From an optimization exercise on the open Yosys and OpenROAD flow, aimed at small area, a short achievable clock period and few clock cycles per item; shortcuts taken in it are not production practice.
Function was checked by simulation only, so behaviour that the tests miss may differ from the original.

==> violet <==
// alu_seq
module alu_seq
#(
  parameter int XLEN = 64
) (
  input  logic            clk,
  input  logic            rst_n,
  input  logic            in_valid,
  output logic            in_ready,
  input  logic [diablo_alu_pkg::ALU_OP_W-1:0] in_op,
  input  logic [XLEN-1:0] in_a,
  input  logic [XLEN-1:0] in_b,
  output logic            out_valid,
  input  logic            out_ready,
  output logic [XLEN-1:0] out_result,
  output logic            out_err
);
clock: 10.0 ns
lec_check: 0
cap_margin: 20
core_margin: 2
core_utilization: 40
setup_slack_margin: 4
slew_margin: 20
run.sh (not shown) runs the stock make flow with config.mk's settings and CLKGATE_MAP_FILE= SYNTH_SCRIPT=/design/flow/synth_recipe.tcl, a recipe that flattens the netlist after the stock synthesis.
==> inputs of harbor, as changes to violet <==
--- a/flow/design.v
+++ b/flow/design.v
@@ -61,18 +61,16 @@
   output logic            o_neg,        
   output logic            o_swap,       
   output logic            o_b_zero,     
   output logic            o_en1,
   output logic            o_inv1,
   output logic            o_en2,
   output logic            o_inv2,
   output logic            o_mul,
-  output logic            o_mul_nxt,    
-  output logic            o_dbl,        
   output logic            o_en4,
   output logic            o_inv4,
   output logic            o_cin,
   output logic [$clog2(XLEN)-1:0] o_k   
 );
   localparam int CW = $clog2(XLEN) + 1;
   function automatic logic [CW-1:0] clz(input logic [XLEN-1:0] v);
     logic [XLEN-1:0]        z;
@@ -101,52 +99,50 @@
   logic [CW-2:0] r_k;
   logic          r_iter;
   logic          r_fin;
   logic [CW-1:0] r_cnt;
   logic          r_is_mul;
   logic          r_quo;
   logic          r_neg;
   logic          r_alu_sub;
-  logic          r_single;      
   logic          w_is_mul;
   logic          w_is_rem;
   assign w_is_mul = (i_op == diablo_alu_pkg::ALU_MUL);
   assign w_is_rem = (i_op == diablo_alu_pkg::ALU_REM) || (i_op == diablo_alu_pkg::ALU_REMU);
   logic [CW-1:0] w_lza;
   logic [CW-1:0] w_lzb;
   logic [CW-1:0] w_lzmax;
   logic [CW-1:0] w_mul_steps;
   logic [CW:0]   w_k;           
-  assign w_lza       = clz(i_x ^ {XLEN{r_is_mul && i_x[XLEN-1]}});
-  assign w_lzb       = clz(i_d ^ {XLEN{r_is_mul && i_d[XLEN-1]}});
+  assign w_lza       = clz(i_x);
+  assign w_lzb       = clz(i_d);
   assign o_swap      = w_lzb > w_lza;
   assign w_lzmax     = o_swap ? w_lzb : w_lza;
-  assign w_mul_steps = (CW'(XLEN + 4) - w_lzmax) >> 2;
+  assign w_mul_steps = (CW'(XLEN + 1) - w_lzmax) >> 1;
   assign w_k         = {1'b0, w_lzb} - {1'b0, w_lza};
   assign o_b_zero    = w_lzb[CW-1];
   assign o_k         = r_k;
   logic          n_nega, n_negb, n_lz, n_align, n_iter, n_fin;
   logic [CW-2:0] n_k;
   logic [CW-1:0] n_cnt;
-  logic          n_is_mul, n_quo, n_neg, n_alu_sub, n_single;
+  logic          n_is_mul, n_quo, n_neg, n_alu_sub;
   always_comb begin
     n_nega    = r_nega;
     n_negb    = r_negb;
     n_lz      = r_lz;
     n_align   = r_align;
     n_k       = r_k;
     n_iter    = r_iter;
     n_fin     = r_fin;
     n_cnt     = r_cnt;
     n_is_mul  = r_is_mul;
     n_quo     = r_quo;
     n_neg     = r_neg;
     n_alu_sub = r_alu_sub;
-    n_single  = r_single;
     if (i_start) begin
       n_nega   = i_neg_a;
       n_negb   = i_neg_b;
       n_lz     = 1'b1;
       n_align  = 1'b0;
       n_iter   = 1'b0;
       n_fin    = 1'b0;
       n_is_mul = w_is_mul;
@@ -158,49 +154,46 @@
       n_negb = 1'b0;
     end else if (o_lz) begin
       n_lz = 1'b0;
       if (r_is_mul) begin
         n_cnt  = w_mul_steps;
         n_iter = (w_mul_steps != '0);
         n_fin  = (w_mul_steps == '0);
       end else begin
-        n_cnt    = (w_k[CW-1:0] + CW'(2)) >> 1;
-        n_single = !w_k[0];
+        n_cnt   = w_k[CW-1:0] + 1'b1;
         n_k     = w_k[CW-2:0];
         n_align = !o_b_zero && !w_k[CW];
         n_fin   = (o_b_zero || w_k[CW]) && !w_lz_direct;
         if (o_b_zero && r_quo) n_neg = 1'b0;
       end
     end else if (r_align) begin
       n_align = 1'b0;
       n_iter  = 1'b1;
     end else if (r_iter) begin
-      n_cnt    = r_cnt - 1'b1;
-      n_single = 1'b0;
+      n_cnt = r_cnt - 1'b1;
       if (r_cnt == CW'(1)) begin
         n_iter = 1'b0;
         n_fin  = !((w_mul_direct || w_quo_direct) && i_advance);
       end
     end else if (r_fin && i_advance) begin
       n_fin = 1'b0;
     end
     if (i_accept) begin
       n_alu_sub = (i_op == diablo_alu_pkg::ALU_SUB) || (i_op == diablo_alu_pkg::ALU_SLT) ||
                   (i_op == diablo_alu_pkg::ALU_SLTU);
     end
   end
-  logic n_en1, n_inv1, n_en2, n_inv2, n_mul, n_dbl, n_en4, n_inv4, n_cin;
+  logic n_en1, n_inv1, n_en2, n_inv2, n_mul, n_en4, n_inv4, n_cin;
   always_comb begin
     n_en1  = 1'b1;
     n_inv1 = 1'b0;
     n_en2  = 1'b1;
     n_inv2 = n_alu_sub;
     n_mul  = 1'b0;
-    n_dbl  = 1'b0;
     n_en4  = 1'b0;
     n_inv4 = 1'b0;
     n_cin  = n_alu_sub;
     if (n_nega) begin
       n_inv1 = 1'b1;
       n_en2  = 1'b0;
       n_inv2 = 1'b0;
       n_cin  = 1'b1;
@@ -217,45 +210,41 @@
       if (n_is_mul) begin
         n_en2  = 1'b0;
         n_inv2 = 1'b0;
         n_mul  = 1'b1;
         n_cin  = 1'b0;
       end else begin
         n_inv2 = 1'b1;
         n_cin  = 1'b1;
-        n_dbl  = !n_single;
       end
     end else if (n_fin) begin
       n_en1  = !n_quo;
       n_inv1 = n_neg && !n_quo;
       n_en2  = 1'b0;
       n_inv2 = 1'b0;
       n_en4  = n_quo;
       n_inv4 = n_neg;
       n_cin  = n_neg;
     end
   end
-  assign o_mul_nxt = n_mul;
   always_ff @(posedge clk or negedge rst_n) begin
     if (!rst_n) begin
       r_nega    <= 1'b0;
       r_negb    <= 1'b0;
       r_lz      <= 1'b0;
       r_align   <= 1'b0;
       r_k       <= '0;
       r_iter    <= 1'b0;
       r_fin     <= 1'b0;
       r_cnt     <= '0;
       r_is_mul  <= 1'b0;
       r_quo     <= 1'b0;
       r_neg     <= 1'b0;
       r_alu_sub <= 1'b0;
-      r_single  <= 1'b0;
-      o_dbl     <= 1'b0;
       o_en1     <= 1'b1;
       o_inv1    <= 1'b0;
       o_en2     <= 1'b1;
       o_inv2    <= 1'b0;
       o_mul     <= 1'b0;
       o_en4     <= 1'b0;
       o_inv4    <= 1'b0;
       o_cin     <= 1'b0;
@@ -267,18 +256,16 @@
       r_k       <= n_k;
       r_iter    <= n_iter;
       r_fin     <= n_fin;
       r_cnt     <= n_cnt;
       r_is_mul  <= n_is_mul;
       r_quo     <= n_quo;
       r_neg     <= n_neg;
       r_alu_sub <= n_alu_sub;
-      r_single  <= n_single;
-      o_dbl     <= n_dbl;
       o_en1     <= n_en1;
       o_inv1    <= n_inv1;
       o_en2     <= n_en2;
       o_inv2    <= n_inv2;
       o_mul     <= n_mul;
       o_en4     <= n_en4;
       o_inv4    <= n_inv4;
       o_cin     <= n_cin;
@@ -326,32 +313,32 @@
   localparam int SHW = $clog2(XLEN);
   logic            r_xv;         
   logic [diablo_alu_pkg::ALU_OP_W-1:0] r_op;
   logic [XLEN-1:0] r_x;          
   logic [XLEN-1:0] r_d;          
   logic            r_ov;
   logic [XLEN-1:0] r_result;
   logic            r_err;
-  logic [5:0]      r_booth;      
   logic            w_r_free;
   logic            w_md_busy;
   logic            w_md_fin;
   logic            w_md_done;
   logic            w_md_done_q;
   logic            w_x_last;
   logic            w_accept;
   logic            w_iter;
   logic            w_signed;
   diablo_alu_pkg::alu_op_e w_op;
   diablo_alu_pkg::alu_op_e w_xop;
   assign w_op     = diablo_alu_pkg::alu_op_e'(in_op);
   assign w_xop    = diablo_alu_pkg::alu_op_e'(r_op);
   assign w_iter   = diablo_alu_pkg::op_is_iter(w_op);
-  assign w_signed = (w_op == diablo_alu_pkg::ALU_DIV) || (w_op == diablo_alu_pkg::ALU_REM);
+  assign w_signed = (w_op == diablo_alu_pkg::ALU_MUL) || (w_op == diablo_alu_pkg::ALU_DIV) ||
+                    (w_op == diablo_alu_pkg::ALU_REM);
   assign w_r_free   = !r_ov || out_ready;
   assign w_x_last   = (!r_xv && !w_md_busy) || r_xv || w_md_done_q;
   assign in_ready   = w_x_last && w_r_free;
   assign w_accept   = in_valid && in_ready;
   assign out_valid  = r_ov;
   assign out_result = r_result;
   assign out_err    = r_err;
   logic           w_nega;
@@ -392,74 +379,48 @@
     .o_neg     (w_neg),
     .o_swap    (w_swap),
     .o_b_zero  (w_b_zero),
     .o_en1     (w_en1),
     .o_inv1    (w_inv1),
     .o_en2     (w_en2),
     .o_inv2    (w_inv2),
     .o_mul     (w_mul),
-    .o_mul_nxt (w_mul_nxt),
-    .o_dbl     (w_dbl),
     .o_en4     (w_en4),
     .o_inv4    (w_inv4),
     .o_cin     (w_cin),
     .o_k       (w_k)
   );
   logic            w_en1, w_inv1, w_en2, w_inv2, w_mul, w_en4, w_inv4, w_cin;
   logic [XLEN-1:0] w_t1, w_t2, w_t3;
-  logic [XLEN+1:0] w_t1e, w_t2e, w_t3e;
-  logic [XLEN+1:0] w_cs_s, w_cs_c;
-  logic [XLEN+1:0] w_sum;        
+  logic [XLEN-1:0] w_cs_s, w_cs_c;
+  logic [XLEN:0]   w_sum;
   logic            w_ge;
-  logic            w_dbl;        
-  logic            w_mul_nxt;    
   assign w_t1   = (r_x & {XLEN{w_en1}}) ^ {XLEN{w_inv1}};
-  function automatic logic [2:0] booth(input logic [2:0] b);
-    booth = {b[1] ^ b[0], (b[2] && !b[1] && !b[0]) || (!b[2] && b[1] && b[0]), b[2]};
-  endfunction
-  logic [4:0] w_bnext;
-  assign w_bnext = w_lz ? {(w_swap ? r_d[3:0] : r_x[3:0]), 1'b0} : {r_result[7:4], r_result[3]};
-  always_ff @(posedge clk or negedge rst_n) begin
-    if (!rst_n) r_booth <= '0;
-    else        r_booth <= {booth(w_bnext[4:2]), booth(w_bnext[2:0])} & {6{w_mul_nxt}};
-  end
-  logic w_b0_one, w_b0_two, w_b0_neg, w_b1_one, w_b1_two, w_b1_neg;
-  assign {w_b1_one, w_b1_two, w_b1_neg, w_b0_one, w_b0_two, w_b0_neg} = r_booth;
-  assign w_t2   = ((r_d & {XLEN{w_en2 || w_b0_one}}) | ({r_d[XLEN-2:0], 1'b0} & {XLEN{w_b0_two}})) ^
-                  {XLEN{w_inv2 || w_b0_neg}};
-  assign w_t3   = ((({r_d[XLEN-3:0], 2'b00} & {XLEN{w_b1_one}}) | ({r_d[XLEN-4:0], 3'b000} & {XLEN{w_b1_two}})) ^
-                   {XLEN{w_b1_neg}}) | ((r_result ^ {XLEN{w_inv4}}) & {XLEN{w_en4}}) |
-                  ~({1'b0, r_d[XLEN-1:1]} | {XLEN{!w_dbl}});
-  assign w_t1e  = {2'b00, w_t1};
-  assign w_t2e  = {{2{w_inv2}}, w_t2};
-  assign w_t3e  = {{2{w_dbl}}, w_t3};
-  assign w_cs_s = w_t1e ^ w_t2e ^ w_t3e;
-  assign w_cs_c = (w_t1e & w_t2e) | (w_t1e & w_t3e) | (w_t2e & w_t3e);
-  assign w_sum  = w_cs_s + {w_cs_c[XLEN:0], w_b1_neg || w_dbl} + {{(XLEN+1){1'b0}}, w_cin || w_b0_neg};
-  assign w_ge   = !w_sum[XLEN+1];
-  logic [XLEN:0] w_dh;
-  logic [XLEN:0] w_dl;
-  assign w_dh = {1'b0, r_x} + {1'b0, ~r_d} + {{XLEN{1'b0}}, 1'b1};
-  assign w_dl = {1'b0, r_x} + {2'b01, ~r_d[XLEN-1:1]} + {{XLEN{1'b0}}, 1'b1};
+  assign w_t2   = (r_d & {XLEN{w_en2 || (w_mul && r_result[0])}}) ^ {XLEN{w_inv2}};
+  assign w_t3   = ({r_d[XLEN-2:0], 1'b0} & {XLEN{w_mul && r_result[1]}}) | ((r_result ^ {XLEN{w_inv4}}) & {XLEN{w_en4}});
+  assign w_cs_s = w_t1 ^ w_t2 ^ w_t3;
+  assign w_cs_c = (w_t1 & w_t2) | (w_t1 & w_t3) | (w_t2 & w_t3);
+  assign w_sum  = {1'b0, w_cs_s} + {w_cs_c, 1'b0} + {{XLEN{1'b0}}, w_cin};
+  assign w_ge   = w_sum[XLEN];
   logic [XLEN-1:0] w_sh_src, w_sh_src_rev, w_sh_in, w_sh_out, w_sh_out_rev;
   logic [SHW-1:0]  w_sh_amt;
   logic            w_sh_left;
   logic            w_sh_fill;
   always_comb begin
     w_sh_src  = r_x;
     w_sh_amt  = r_d[SHW-1:0];
     w_sh_left = (w_xop == diablo_alu_pkg::ALU_SLL);
     w_sh_fill = (w_xop == diablo_alu_pkg::ALU_SRA) && r_x[XLEN-1];
     if (w_md_busy) begin
       w_sh_src  = r_d;
       w_sh_fill = 1'b0;
       if (w_itr) begin
         w_sh_left = w_is_mul;
-        w_sh_amt  = w_is_mul ? SHW'(4) : w_dbl ? SHW'(2) : SHW'(1);
+        w_sh_amt  = w_is_mul ? SHW'(2) : SHW'(1);
       end else begin
         w_sh_left = 1'b1;
         w_sh_amt  = w_k;
       end
     end
   end
   for (genvar i = 0; i < XLEN; i++) begin : g_rev
     assign w_sh_src_rev[i] = w_sh_src[XLEN-1-i];
@@ -469,19 +430,19 @@
   assign w_sh_out = XLEN'({{XLEN{w_sh_fill}}, w_sh_in} >> w_sh_amt);
   logic [XLEN-1:0] w_alu_result;
   logic            w_lt;
   assign w_lt = (r_x[XLEN-1] ^ r_d[XLEN-1]) ? r_x[XLEN-1] : w_sum[XLEN-1];
   always_comb begin
     case (w_xop)
       diablo_alu_pkg::ALU_ADD,
       diablo_alu_pkg::ALU_SUB:  w_alu_result = w_sum[XLEN-1:0];
-      diablo_alu_pkg::ALU_AND:  w_alu_result = w_cs_c[XLEN-1:0];
-      diablo_alu_pkg::ALU_OR:   w_alu_result = w_cs_s[XLEN-1:0] | w_cs_c[XLEN-1:0];
-      diablo_alu_pkg::ALU_XOR:  w_alu_result = w_cs_s[XLEN-1:0];
+      diablo_alu_pkg::ALU_AND:  w_alu_result = w_cs_c;
+      diablo_alu_pkg::ALU_OR:   w_alu_result = w_cs_s | w_cs_c;
+      diablo_alu_pkg::ALU_XOR:  w_alu_result = w_cs_s;
       diablo_alu_pkg::ALU_SLL:  w_alu_result = w_sh_out_rev;
       diablo_alu_pkg::ALU_SRL,
       diablo_alu_pkg::ALU_SRA:  w_alu_result = w_sh_out;
       diablo_alu_pkg::ALU_SLT:  w_alu_result = {{(XLEN-1){1'b0}}, w_lt};
       diablo_alu_pkg::ALU_SLTU: w_alu_result = {{(XLEN-1){1'b0}}, !w_ge};
       default:                  w_alu_result = w_md_fin ? w_sum[XLEN-1:0] : '0;
     endcase
   end
@@ -502,18 +463,17 @@
       r_result <= w_alu_result;
       r_err    <= r_xv && (r_op == 4'hF);
     end else if (w_lz) begin
       r_err <= 1'b0;
       if (w_is_mul)   r_result <= w_swap ? r_d : r_x;    
       else if (w_quo) r_result <= {XLEN{w_b_zero}};      
       else            r_result <= r_x;                   
     end else if (w_itr) begin
-      if (w_is_mul) r_result <= {4'b0000, r_result[XLEN-1:4]};
-      else if (w_dbl) r_result <= {r_result[XLEN-3:0], w_ge || w_dh[XLEN], w_ge || (!w_dh[XLEN] && w_dl[XLEN])};
+      if (w_is_mul) r_result <= {2'b00, r_result[XLEN-1:2]};
       else          r_result <= {r_result[XLEN-2:0], w_ge};
     end
   end
   always_ff @(posedge clk) begin
     if (w_accept) begin
       r_x <= in_a;
       r_d <= in_b;
     end else if (w_nega) begin
@@ -525,14 +485,12 @@
         r_x <= w_sum[XLEN-1:0];                
         if (w_swap) r_d <= r_x;                
       end
     end else if (w_align) begin
       r_d <= w_sh_out_rev;
     end else if (w_itr) begin
       r_d <= w_is_mul ? w_sh_out_rev : w_sh_out;
       if (w_is_mul || w_ge) r_x <= w_sum[XLEN-1:0];
-      else if (w_dbl && w_dh[XLEN]) r_x <= w_dh[XLEN-1:0];
-      else if (w_dbl && w_dl[XLEN]) r_x <= w_dl[XLEN-1:0];
     end
   end
 endmodule
 `default_nettype wire
Settings changed: SETUP_SLACK_MARGIN 4 to 5.
==> qor summary <==
Outcome: harbor no timing/DRC/antenna violations; violet no timing/DRC/antenna violations
Hold WS: harbor 0.512 ns; violet 0.503 ns
Average instance area after synthesis: harbor 7.36 um^2; violet 7.18 um^2
Multiplexer share of the synthesized area: harbor 7.94%; violet 4.92%
Worst Setup Slack, final: harbor 4.33 ns; violet 3.76 ns
Maximum fanout count along the critical path: harbor 14; violet 29
Cell with the largest stage delay on the worst path: harbor sky130_fd_sc_hd__edfxtp_1; violet sky130_fd_sc_hd__o21ai_0
Hold path depth: harbor 1; violet 2
Non-clock buffers: harbor 613; violet 554
Fraction of layout cells with a size suffix above 1: harbor 19.4%; violet 12.4%
Area delta synth->final: harbor 26.6%; violet 17.8%
Crit path depth: harbor 19; violet 21
Non-filler cells, final: harbor 5966; violet 7803
Met2 usage: harbor 67.1%; violet 70.3%
Number of DRC markers in iteration 0: harbor 7909; violet 11200
Testbench counts of violet, summed over its fixed seeds: cycles 12,262, items 2,400.
Testbench counts of harbor, summed over its fixed seeds: cycles 20,553, items 2,400.

static timing again, ports no longer ideal:
The results above use ideal ports. As a check the final layouts listed here were re-extracted and re-timed, cells and wires unchanged.
Step 1, drivers: a clkbuf_16 drives clk and a buf_2 each remaining input, both assumed.
Step 2 moves the port delays by t, midway between the first and last clock arrival at a register: inputs arrive t later, outputs are due t later. That takes back most of the time a late clock gives input paths.
Three values: ideal ports, drivers, drivers and shift; two values: the first two.
run	t, ns	setup WS [ns]	hold slack, ns	worst setup path after step 2	pins driven straight from the clock port
violet	0.728	3.756 / 3.756 / 3.172	0.503 / 0.503 / 0.503	input to register	1
harbor	0.702	4.326 / 4.326 / 4.268	0.512 / 0.512 / 0.512	input to register	1
After both steps every run listed still meets setup and hold. For violet, which loses most, drivers alone change the setup slack by 0.000 ns; drivers and shift together by -0.584 ns.
